From an optimization exercise on the open Yosys and OpenROAD flow, aimed at small area, a short achievable clock period and few clock cycles; shortcuts taken in it are not production practice.
In this exercise RTL edits were held to simulation tests only and were not proved equivalent to the original.
Power and IR drop assume default switching activity.

== the previous run ==
## thermistor_frame_aggregator
module thermistor_frame_aggregator #(
  parameter int PACK_COUNT = tfa_pkg::PACK_COUNT_DEF
) (
  input  logic               clk,
  input  logic               rst_n,
  input  logic               start,
  output logic               busy,
  input  tfa_pkg::in_beat_t  in_data,
  output logic               out_strobe,
  output tfa_pkg::out_beat_t out_data,
  input  logic               cfg_valid,
  output logic               cfg_ready,
  input  logic [7:0]         cfg_index,
  input  logic [15:0]        cfg_data
);
  localparam int NH = 12;    
  logic [15:0] stale_r;
  logic [7:0]  module_r;
  assign cfg_ready = 1'b1;
  always_ff @(posedge clk) begin
    if (!rst_n) begin
      stale_r  <= tfa_pkg::STALE_RESET;
      module_r <= tfa_pkg::MODULE_RESET;
    end else if (cfg_valid) begin
      if (cfg_index == 8'd0) stale_r <= cfg_data;
      else if (cfg_index == 8'd1) module_r <= cfg_data[7:0];
    end
  end
  logic        busy_r;
  assign busy = busy_r;
  logic [3:0]  pack, half;
  logic        in_rep, half_ok, wr_rx, wr_lo, dec_w, dec_r;
  logic [15:0] dec_nhim1;
  logic [16:0] dec_g;
  assign pack    = in_data.frame_id[7:4];
  assign half    = in_data.frame_id[3:0];
  assign in_rep  = (in_data.mode == tfa_pkg::MODE_REPORT);
  assign half_ok = (half == 4'd1) || (half == 4'd2);
  assign wr_rx   = (in_data.mode == tfa_pkg::MODE_RX) && !in_data.frame_extended
                   && (in_data.frame_length >= tfa_pkg::MIN_LENGTH)
                   && (pack >= 4'd2) && ({28'd0, pack} <= PACK_COUNT) && half_ok;
  assign wr_lo   = (in_data.mode == tfa_pkg::MODE_LOCAL) && half_ok;
  assign dec_w   = start && !busy_r && (wr_rx || wr_lo);
  assign dec_r   = start && !busy_r && in_rep;
  assign dec_nhim1 = in_data.now_ms[31:16] - 16'd1;
  assign dec_g     = {1'b0, in_data.now_ms[15:0]} - {1'b0, stale_r};
  logic        p1_w, p1_r;
  logic [3:0]  p1_h;
  logic [47:0] p1_pay;    
  logic [31:0] p1_now;
  always_ff @(posedge clk) begin
    if (!rst_n) begin
      p1_r   <= 1'b0;
  ...
Size in the first run: about 2200 flip-flops, about 110000 µm² of cells after synthesis.
clock: 8.0 ns
lec_check: 0
cap_margin: 20
core_margin: 2
core_utilization: 45
cts_cluster_diameter: 55
cts_cluster_size: 24
place_density: 0.6
setup_slack_margin: 4.5
slew_margin: 20
run.sh (not shown) runs the stock make flow with config.mk's settings and CLKGATE_MAP_FILE= SYNTH_SCRIPT=/design/flow/synth_recipe.tcl, a recipe that flattens the netlist after the stock synthesis.
Testbench counts of the previous run, summed over its fixed seeds: cycles 4,958.
## Diff of input files: the current run against the previous run
# the previous run
export LEC_CHECK = 0
export CAP_MARGIN = 20
export CORE_MARGIN = 2
export CORE_UTILIZATION = 45
export CTS_CLUSTER_DIAMETER = 55
export CTS_CLUSTER_SIZE = 24
export PLACE_DENSITY = 0.6
export SETUP_SLACK_MARGIN = 4.5
export SLEW_MARGIN = 20
create_clock -name core_clock -period 8.0 [get_ports {clk}]
# the current run
export LEC_CHECK = 0
export CAP_MARGIN = 20
export CORE_MARGIN = 2
export CORE_UTILIZATION = 45
export CTS_CLUSTER_DIAMETER = 55
export CTS_CLUSTER_SIZE = 24
export PLACE_DENSITY = 0.6
export SETUP_SLACK_MARGIN = 4.2
export SLEW_MARGIN = 20
create_clock -name core_clock -period 8.0 [get_ports {clk}]
Results
The current run against the previous run: switching power as a share of total power went up by 0.31 points; total non-filler cell area in the finished layout lost 1600 µm²; clock buffer count decreased by 2.4% relative to the old numbers.

========
Setup of main:
Another version of the RTL of thermistor_frame_aggregator (not shown whole).
For scale: about 2200 flip-flops, about 110000 um^2 of cells after synthesis.
export LEC_CHECK = 0
export CAP_MARGIN = 20
export CORE_MARGIN = 2
export CORE_UTILIZATION = 45
export CTS_CLUSTER_DIAMETER = 55
export CTS_CLUSTER_SIZE = 24
export PLACE_DENSITY = 0.6
export SETUP_SLACK_MARGIN = 4.8
export SLEW_MARGIN = 20
create_clock -name core_clock -period 8.0 [get_ports {clk}]
Every stage of the flow completed for main, and the final layout passed the timing, DRC and antenna checks.
Testbench counts of main, summed over its fixed seeds: cycles 4,958.
Setup changes, main to the feature branch
# main
export LEC_CHECK = 0
export CAP_MARGIN = 20
export CORE_MARGIN = 2
export CORE_UTILIZATION = 45
export CTS_CLUSTER_DIAMETER = 55
export CTS_CLUSTER_SIZE = 24
export PLACE_DENSITY = 0.6
export SETUP_SLACK_MARGIN = 4.8
export SLEW_MARGIN = 20
create_clock -name core_clock -period 8.0 [get_ports {clk}]
# the feature branch
export LEC_CHECK = 0
export ABC_CLOCK_PERIOD_IN_PS = 3500
export CAP_MARGIN = 20
export CORE_MARGIN = 2
export CORE_UTILIZATION = 45
export PLACE_DENSITY = 0.6
export SETUP_SLACK_MARGIN = 4.5
export SLEW_MARGIN = 20
create_clock -name core_clock -period 8.0 [get_ports {clk}]
## What came out
The feature branch: no failed stages, no open violations at the end. Final-stage net count went down slightly going from main to the feature branch. Between main and the feature branch, the difference in multi-input logic cell count is negligible. Comparing sequential fraction of total cell area for main and the feature branch, the smaller number came from main. Proportion of cell area spent on the clock network, main and the feature branch: lower on main. Compared the feature branch against main; clock latency on the worst-skew pair within noise. Total DRC errors in the routed layout came out exactly the same in main and the feature branch.

========
RTL: one of the versions met above, not the one the previous note started from.
For scale: about 0.11 mm² of cells after synthesis.
clock: 8.0 ns
lec_check: 0
cap_margin: 20
core_margin: 2
core_utilization: 55
cts_cluster_diameter: 55
cts_cluster_size: 24
place_density: 0.7
setup_slack_margin: 4.5
slew_margin: 20
The baseline passed the timing, DRC and antenna checks.
Testbench counts at the start, summed over its fixed seeds: cycles 4,958.
Change:
ABC_CLOCK_PERIOD_IN_PS = 3500   (was unset)
CORE_UTILIZATION = 45   (was 55)
CTS_CLUSTER_DIAMETER = unset   (was 55)
CTS_CLUSTER_SIZE = unset   (was 24)
PLACE_DENSITY = 0.6   (was 0.7)
- The changed run went through all stages and came out clean
- via count barely changes
- final cell count came out higher by 6.2%
- global-route usage falls by 4.4 points
Change:
ABC_CLOCK_PERIOD_IN_PS = unset   (was 3500)
CORE_UTILIZATION = 65   (was 45)
CTS_CLUSTER_DIAMETER = 55   (was unset)
CTS_CLUSTER_SIZE = 24   (was unset)
PLACE_DENSITY = 0.8   (was 0.6)
Effect: Core utilization grows by 21 points; fmax grows by 1.5%; worst setup slack gets better by 54 ps; combinational power shrinks by about 6.5%; synthesized area stays the same; synthesized cell count stays the same; sequential share of layout area grows by 1.5 points.

port drivers added, routing unchanged:
The flow's constraints put no driver on any port. The routed layouts listed below were extracted and timed again, unchanged, in two steps. Step 1: set_driving_cell puts a clkbuf_16 on clk and a buf_2 on each other input, an assumption about the parent block. Step 2, shift: input delay + t, output delay - t, t = (earliest + latest rising clock arrival at the registers) / 2. This alone moves slack from input paths to output paths. Three values: ideal, step 1, step 2; two values: the first two.
run	t (ns)	setup WS [ns]	hold WS [ns]	worst setup path after step 2	pins driven straight from the clock port
the previous run	0.948	4.401 / 4.401 / 3.650	0.321 / 0.321 / 0.321	input to register	1
the current run	0.951	4.258 / 4.258 / 3.494	0.315 / 0.315 / 0.315	input to register	1
main	0.954	4.308 / 4.308 / 3.993	0.292 / 0.292 / 0.292	input to register	1
the feature branch	0.957	4.372 / 4.372 / 3.494	0.320 / 0.320 / 0.320	input to register	1
the first run of note 3	0.939	4.391 / 4.391 / 3.711	0.320 / 0.320 / 0.320	input to register	1
the second run of note 3	0.973	4.304 / 4.304 / 3.614	0.305 / 0.305 / 0.305	input to register	1
the third run of note 3	0.909	4.358 / 4.358 / 3.720	0.319 / 0.319 / 0.319	input to register	1
After both steps setup and hold are still met in every run listed. The setup slack of the feature branch, which loses most, moves by 0.000 ns with the drivers and by -0.878 ns with both steps.
